Context: an optimization exercise on an open-source flow, tuned for small area. The choices shown serve that exercise and are no tape-out recipe. Function was checked by simulation only, so behaviour that the tests miss may differ from the original.

==> 08-17 <==
## wb_regfile
module wb_regfile
(
   input  logic             clk,
   input  logic             rst,
   input  logic             wen_in,
   input  logic [DSIZE-1:0] w_data_in,
   input  logic [ASIZE-1:0] w_addr_in,
   input  logic [ISIZE-1:0] PC_in,
   input  logic             jal_in,
   input  logic             MemtoReg_in,
   input  logic [DSIZE-1:0] readMem_in,
   input  logic [ASIZE-1:0] raddr1,
   input  logic [ASIZE-1:0] raddr2,
   output logic [DSIZE-1:0] rdata1,
   output logic [DSIZE-1:0] rdata2,
   output logic             wb_wen,
   output logic [ASIZE-1:0] wb_addr,
   output logic [DSIZE-1:0] wb_data,
   output logic [31:0]      commit_cnt
);
==> module wb_regfile, before the edit <==
module wb_regfile
(
   input  logic             clk,
   input  logic             rst,
   input  logic             wen_in,
   input  logic [DSIZE-1:0] w_data_in,
   input  logic [ASIZE-1:0] w_addr_in,
   input  logic [ISIZE-1:0] PC_in,
   input  logic             jal_in,
   input  logic             MemtoReg_in,
   input  logic [DSIZE-1:0] readMem_in,
   input  logic [ASIZE-1:0] raddr1,
   input  logic [ASIZE-1:0] raddr2,
   output logic [DSIZE-1:0] rdata1,
   output logic [DSIZE-1:0] rdata2,
   output logic             wb_wen,
   output logic [ASIZE-1:0] wb_addr,
   output logic [DSIZE-1:0] wb_data,
   output logic [31:0]      commit_cnt
);
   logic [DSIZE-1:0] link;
   logic [DSIZE-1:0] wb_data_n;
   logic [2:0]       wsel;
   logic [3:0]       pc_all;
   logic [31:0]      commit_q;
   logic [31:0]      commit_d;
   logic [3:0]       cnt_all;
   assign link[1:0] = PC_in[1:0];
   assign link[2]   = !PC_in[2];
   assign pc_all[0] = PC_in[2];
   for (genvar k = 0; k < 4; k++) begin : g_link
      localparam int LO = 3 + 8 * k;
      localparam int N  = (k == 3) ? 5 : 8;
      if (k < 3)
         assign pc_all[k+1] = pc_all[k] & (&PC_in[LO +: N]);
      wb_inc_slice #(.N(N)) u_inc (.a(PC_in[LO +: N]), .ci(pc_all[k]), .y(link[LO +: N]));
   end
   assign wsel[0] = jal_in;
   assign wsel[1] = !jal_in && MemtoReg_in;
   assign wsel[2] = !jal_in && !MemtoReg_in;
   for (genvar b = 0; b < DSIZE; b++) begin : g_wb
      rf_aoi3 u_sel (
         .s   (wsel),
         .d   ({w_data_in[b], readMem_in[b], link[b]}),
         .y_n (wb_data_n[b])
      );
   end
   assign wb_data = ~wb_data_n;
   assign wb_addr = jal_in ? LINK_ADDR : w_addr_in;
   assign wb_wen  = jal_in || (wen_in && w_addr_in != '0);
   assign cnt_all[0] = 1'b1;
   for (genvar k = 0; k < 4; k++) begin : g_cnt
      if (k < 3)
         assign cnt_all[k+1] = cnt_all[k] & (&commit_q[8*k +: 8]);
      wb_inc_slice #(.N(8)) u_inc (
         .a  (commit_q[8*k +: 8]),
         .ci (wb_wen && cnt_all[k]),
         .y  (commit_d[8*k +: 8])
      );
   end
   always_ff @(posedge clk or negedge rst) begin
      if (!rst)
         commit_q <= '0;
      else
         commit_q <= commit_d;
   end
   regfile_2r1w u_rf (
      .clk     (clk),
      .rst     (rst),
      .we      (wb_wen),
      .waddr   (wb_addr),
      .wdata   (wb_data),
      .wdata_n (wb_data_n),
      .raddr1  (raddr1),
      .raddr2  (raddr2),
      .rdata1  (rdata1),
      .rdata2  (rdata2)
   );
   assign commit_cnt = commit_q;
endmodule
==> flow/config.mk <==
export PLATFORM = sky130hd
export DESIGN_NAME = wb_regfile
export DESIGN_NICKNAME = wb_regfile
export VERILOG_FILES = /design/flow/design.v
export SDC_FILE = /design/flow/constraint.sdc
export NUM_CORES = 4
export LEC_CHECK = 0
export CAP_MARGIN = 10
export CORE_MARGIN = 2
export CORE_UTILIZATION = 60
export SLEW_MARGIN = 10
export SYNTH_HIERARCHICAL = 1
==> flow/constraint.sdc <==
create_clock -name core_clock -period 9.0 [get_ports {clk}]
set_input_delay 1.8000 -clock core_clock [delete_from_list [all_inputs] [get_ports {clk}]]
set_output_delay 1.8000 -clock core_clock [all_outputs]
set_load 0.01 [all_outputs]
standard.sh (not shown) runs the stock make flow with config.mk's settings and CLKGATE_MAP_FILE= SYNTH_SCRIPT=/design/flow/synth_recipe.tcl, a recipe that flattens the netlist after the stock synthesis.
==> flow/flow/run.sh <==
#!/bin/bash
# The standard layout (standard.sh: the standard flow's own synthesis and ORFS
# steps, unchanged), with two knobs that only ORFS variables reach:
#  - port buffers use the smallest buffer cell instead of a delay cell;
#  - clock tree: sink clusters of at most 16 flip-flops within 60 um,
#    clkbuf_8 buffers and no dummy loads (CTS still balances the tree).
# ORFS's own logs stay under orfs/logs; make's output goes to
# flow_make.log here.
set -euo pipefail
bash standard.sh \
   "BUFFER_PORTS_ARGS=-buffer_cell sky130_fd_sc_hd__buf_1" \
   "CTS_ARGS=-sink_clustering_enable -repair_clock_nets -dont_use_dummy_load -sink_clustering_size 16 -sink_clustering_max_diameter 60 -buf_list {sky130_fd_sc_hd__clkbuf_8}" \
   finish > flow_make.log 2>&1
==> 07-05 (differences from 08-17) <==
==> flow/design.v (replaced) <==
package wb_regfile_pkg;
   localparam int DSIZE    = 32;
   localparam int ASIZE    = 5;
   localparam int ISIZE    = 32;
   localparam int DEPTH    = 1 << ASIZE;
   localparam int LINK_REG = 31;
   localparam int LINK_INC = 4;
   localparam logic [ASIZE-1:0] LINK_ADDR = LINK_REG;
   typedef enum logic [1:0] {
      WB_ALU,
      WB_MEM,
      WB_LINK
   } wb_sel_e;
   typedef struct packed {
      logic             wen;
      logic [ASIZE-1:0] addr;
      logic [DSIZE-1:0] data;
   } wb_bus_t;
   localparam logic [ISIZE-1:0] LINK_INC_W = LINK_INC;
endpackage
import wb_regfile_pkg::*;
module rf_hold
(
   input  logic sel,
   input  logic sel_n,
   input  logic d,
   input  logic q,
   output logic y
);
   assign y = (sel & d) | (sel_n & q);
endmodule
module rf_aoi3
(
   input  logic [2:0] s,
   input  logic [2:0] d,
   output logic       y_n
);
   assign y_n = ~((s[0] & d[0]) | (s[1] & d[1]) | (s[2] & d[2]));
endmodule
module rf_aoi2
(
   input  logic [1:0] s,
   input  logic [1:0] d,
   output logic       y_n
);
   assign y_n = ~((s[0] & d[0]) | (s[1] & d[1]));
endmodule
module rf_rdbit
(
   input  logic [31:0] s,
   input  logic [31:0] d,
   output logic        y
);
   logic [10:0] n;
   for (genvar g = 0; g < 10; g++) begin : g_aoi3
      rf_aoi3 u (.s(s[3*g +: 3]), .d(d[3*g +: 3]), .y_n(n[g]));
   end
   rf_aoi2 u_last (.s(s[31:30]), .d(d[31:30]), .y_n(n[10]));
   assign y = ~&n;
endmodule
module regfile_2r1w
(
   input  logic             clk,
   input  logic             rst,
   input  logic             we,
   input  logic [ASIZE-1:0] waddr,
   input  logic [DSIZE-1:0] wdata,
   input  logic [ASIZE-1:0] raddr1,
   input  logic [ASIZE-1:0] raddr2,
   output logic [DSIZE-1:0] rdata1,
   output logic [DSIZE-1:0] rdata2
);
   logic [DEPTH-1:1][DSIZE-1:0] regs;
   logic [DEPTH-1:1][DSIZE-1:0] regs_d;
   logic [DEPTH-1:1]            valid;
   logic [DEPTH-1:1]            wsel;
   logic [DEPTH-1:0]            rsel1;
   logic [DEPTH-1:0]            rsel2;
   logic                        hit1;
   logic                        hit2;
   always_comb
      for (int i = 1; i < DEPTH; i++)
         wsel[i] = we && waddr == ASIZE'(i);
   always_ff @(posedge clk or negedge rst) begin
      if (!rst)
         valid <= '0;
      else
         valid <= valid | wsel;
   end
   for (genvar i = 1; i < DEPTH; i++) begin : g_reg
      for (genvar b = 0; b < DSIZE; b++) begin : g_bit
         rf_hold u_hold (
            .sel   (wsel[i]),
            .sel_n (!wsel[i]),
            .d     (wdata[b]),
            .q     (regs[i][b]),
            .y     (regs_d[i][b])
         );
      end
   end
   always_ff @(posedge clk)
      regs <= regs_d;
   assign hit1 = we && raddr1 == waddr;
   assign hit2 = we && raddr2 == waddr;
   assign rsel1[0] = hit1;
   assign rsel2[0] = hit2;
   always_comb
      for (int i = 1; i < DEPTH; i++) begin
         rsel1[i] = !hit1 && valid[i] && raddr1 == ASIZE'(i);
         rsel2[i] = !hit2 && valid[i] && raddr2 == ASIZE'(i);
      end
   for (genvar b = 0; b < DSIZE; b++) begin : g_rd
      logic [DEPTH-1:0] col;
      assign col[0] = wdata[b];
      for (genvar i = 1; i < DEPTH; i++) begin : g_col
         assign col[i] = regs[i][b];
      end
      rf_rdbit u_rd1 (.s(rsel1), .d(col), .y(rdata1[b]));
      rf_rdbit u_rd2 (.s(rsel2), .d(col), .y(rdata2[b]));
   end
endmodule
import wb_regfile_pkg::*;
module wb_regfile
(
   input  logic             clk,
   input  logic             rst,
   input  logic             wen_in,
   input  logic [DSIZE-1:0] w_data_in,
   input  logic [ASIZE-1:0] w_addr_in,
   input  logic [ISIZE-1:0] PC_in,
   input  logic             jal_in,
   input  logic             MemtoReg_in,
   input  logic [DSIZE-1:0] readMem_in,
   input  logic [ASIZE-1:0] raddr1,
   input  logic [ASIZE-1:0] raddr2,
   output logic [DSIZE-1:0] rdata1,
   output logic [DSIZE-1:0] rdata2,
   output logic             wb_wen,
   output logic [ASIZE-1:0] wb_addr,
   output logic [DSIZE-1:0] wb_data,
   output logic [31:0]      commit_cnt
);
   logic [DSIZE-1:0] link;
   logic [31:0]      commit_q;
   assign link    = DSIZE'(PC_in + LINK_INC_W);
   assign wb_data = jal_in ? link : (MemtoReg_in ? readMem_in : w_data_in);
   assign wb_addr = jal_in ? LINK_ADDR : w_addr_in;
   assign wb_wen  = jal_in || (wen_in && w_addr_in != '0);
   always_ff @(posedge clk or negedge rst) begin
      if (!rst)
         commit_q <= '0;
      else if (wb_wen)
         commit_q <= commit_q + 32'd1;
   end
   regfile_2r1w u_rf (
      .clk    (clk),
      .rst    (rst),
      .we     (wb_wen),
      .waddr  (wb_addr),
      .wdata  (wb_data),
      .raddr1 (raddr1),
      .raddr2 (raddr2),
      .rdata1 (rdata1),
      .rdata2 (rdata2)
   );
   assign commit_cnt = commit_q;
endmodule
==> flow/run.sh (new file) <==
#!/bin/bash
# synth_recipe.tcl (not shown) runs the flow's synth.tcl, then flattens the netlist and writes it again
# the make line also repeats each setting of config.mk as NAME=value (left out here)
make -C /OpenROAD-flow-scripts/flow DESIGN_CONFIG=/design/flow/config.mk WORK_HOME=/design/flow/orfs CLKGATE_MAP_FILE= SYNTH_SCRIPT=/design/flow/synth_recipe.tcl finish
CAP_MARGIN = 20   (was 10)
CORE_UTILIZATION = 40   (was 60)
SLEW_MARGIN = 20   (was 10)
removed: flow/flow/run.sh
removed: flow/standard.sh
==> 01-23 (differences from 08-17) <==
--- a/flow/design.v
+++ b/flow/design.v
@@ -216,21 +216,20 @@
    logic [DSIZE-1:0] link;
    logic [DSIZE-1:0] wb_data_n;
    logic [2:0]       wsel;
    logic [3:0]       pc_all;
    logic [31:0]      commit_q;
    logic [31:0]      commit_d;
    logic [3:0]       cnt_all;
    assign link[1:0] = PC_in[1:0];
-   assign link[2]   = !PC_in[2];
-   assign pc_all[0] = PC_in[2];
+   assign pc_all[0] = 1'b1;
    for (genvar k = 0; k < 4; k++) begin : g_link
-      localparam int LO = 3 + 8 * k;
-      localparam int N  = (k == 3) ? 5 : 8;
+      localparam int LO = 2 + 8 * k;
+      localparam int N  = (k == 3) ? 6 : 8;
       if (k < 3)
          assign pc_all[k+1] = pc_all[k] & (&PC_in[LO +: N]);
       wb_inc_slice #(.N(N)) u_inc (.a(PC_in[LO +: N]), .ci(pc_all[k]), .y(link[LO +: N]));
    end
    assign wsel[0] = jal_in;
    assign wsel[1] = !jal_in && MemtoReg_in;
    assign wsel[2] = !jal_in && !MemtoReg_in;
    for (genvar b = 0; b < DSIZE; b++) begin : g_wb
==> flow/flow/run.sh (replaced) <==
#!/bin/bash
# The standard layout (standard.sh: the standard flow's own synthesis and ORFS
# steps, unchanged), with two knobs that only ORFS variables reach:
#  - port buffers use the smallest buffer cell instead of a delay cell;
#  - clock tree: sink clusters of at most 12 flip-flops within 50 um,
#    clkbuf_8 buffers and no dummy loads (CTS still balances the tree).
# ORFS's own logs stay under orfs/logs; make's output goes to
# flow_make.log here.
set -euo pipefail
bash standard.sh \
   "BUFFER_PORTS_ARGS=-buffer_cell sky130_fd_sc_hd__buf_1" \
   "CTS_ARGS=-sink_clustering_enable -repair_clock_nets -dont_use_dummy_load -sink_clustering_size 12 -sink_clustering_max_diameter 50 -buf_list {sky130_fd_sc_hd__clkbuf_8}" \
   finish > flow_make.log 2>&1
CAP_MARGIN = 20   (was 10)
CORE_UTILIZATION = 65   (was 60)
SLEW_MARGIN = 20   (was 10)
==> results.cfg <==
[run_status]
status = complete, no violations

[yosys]
synth_fa_ha_area_share_pct = 1.855

[pwr]
p_clk_mw = 2.31
p_leak_nw = 16.91

[finish]
clkbuf_count = 81

[drt]
dr.pass1.iters = 13
Source of the figures above: 08-17

==> results.cfg <==
[run_status]
status = complete, no violations

[finish]
clkbuf_count = 155

[sta]
fin_hold_ws_ns = 0.4920

[yosys]
synth_fa_ha_area_share_pct = 0.05895

[drt]
dr.pass1.iters = 13

[clock_network]
clockRootBuffer = clkbuf_16

[die]
die_y_um = 329.8

[pwr]
p_clk_mw = 4.74
Source of the figures above: 07-05

==> results.cfg <==
[finish]
clkbuf_count = 107

[drt]
dr.pass1.iters = 17
route.detailed.drc = 0

[pwr]
p_leak_nw = 17.23
p_clk_mw = 2.62

[run_status]
status = complete, no violations
Source of the figures above: 01-23

## what the ideal ports hide
Ports are ideal in the flow. The routed layouts listed here were re-timed in OpenROAD.
Step 1: set_driving_cell puts a clkbuf_16 on clk and a buf_2 on each other input, an assumption about the parent block.
Step 2 also shifts input and output timing later by t, the mid clock arrival at the registers, as if the neighbouring blocks saw the same clock.
Slacks: ideal / step 1 / step 2; pairs: ideal / step 1.
run	t, ns	setup WS [ns]	hold WS [ns]	latest minus earliest clock arrival (ns)	slew at the worst register clock pin (ns)
08-17	0.795	1.140 / 1.110 / 1.110	0.465 / 0.465 / 0.465	0.075 / 0.075	0.11 / 0.11
07-05	0.774	0.437 / 0.411 / 0.411	0.492 / 0.492 / 0.492	0.030 / 0.029	0.07 / 0.07
01-23	0.801	1.075 / 1.017 / 1.017	0.465 / 0.465 / 0.465	0.061 / 0.061	0.09 / 0.09
After both steps setup and hold are still met in every run listed. For 01-23, which loses most, drivers alone change the setup slack by -0.058 ns; drivers and shift together by -0.058 ns.
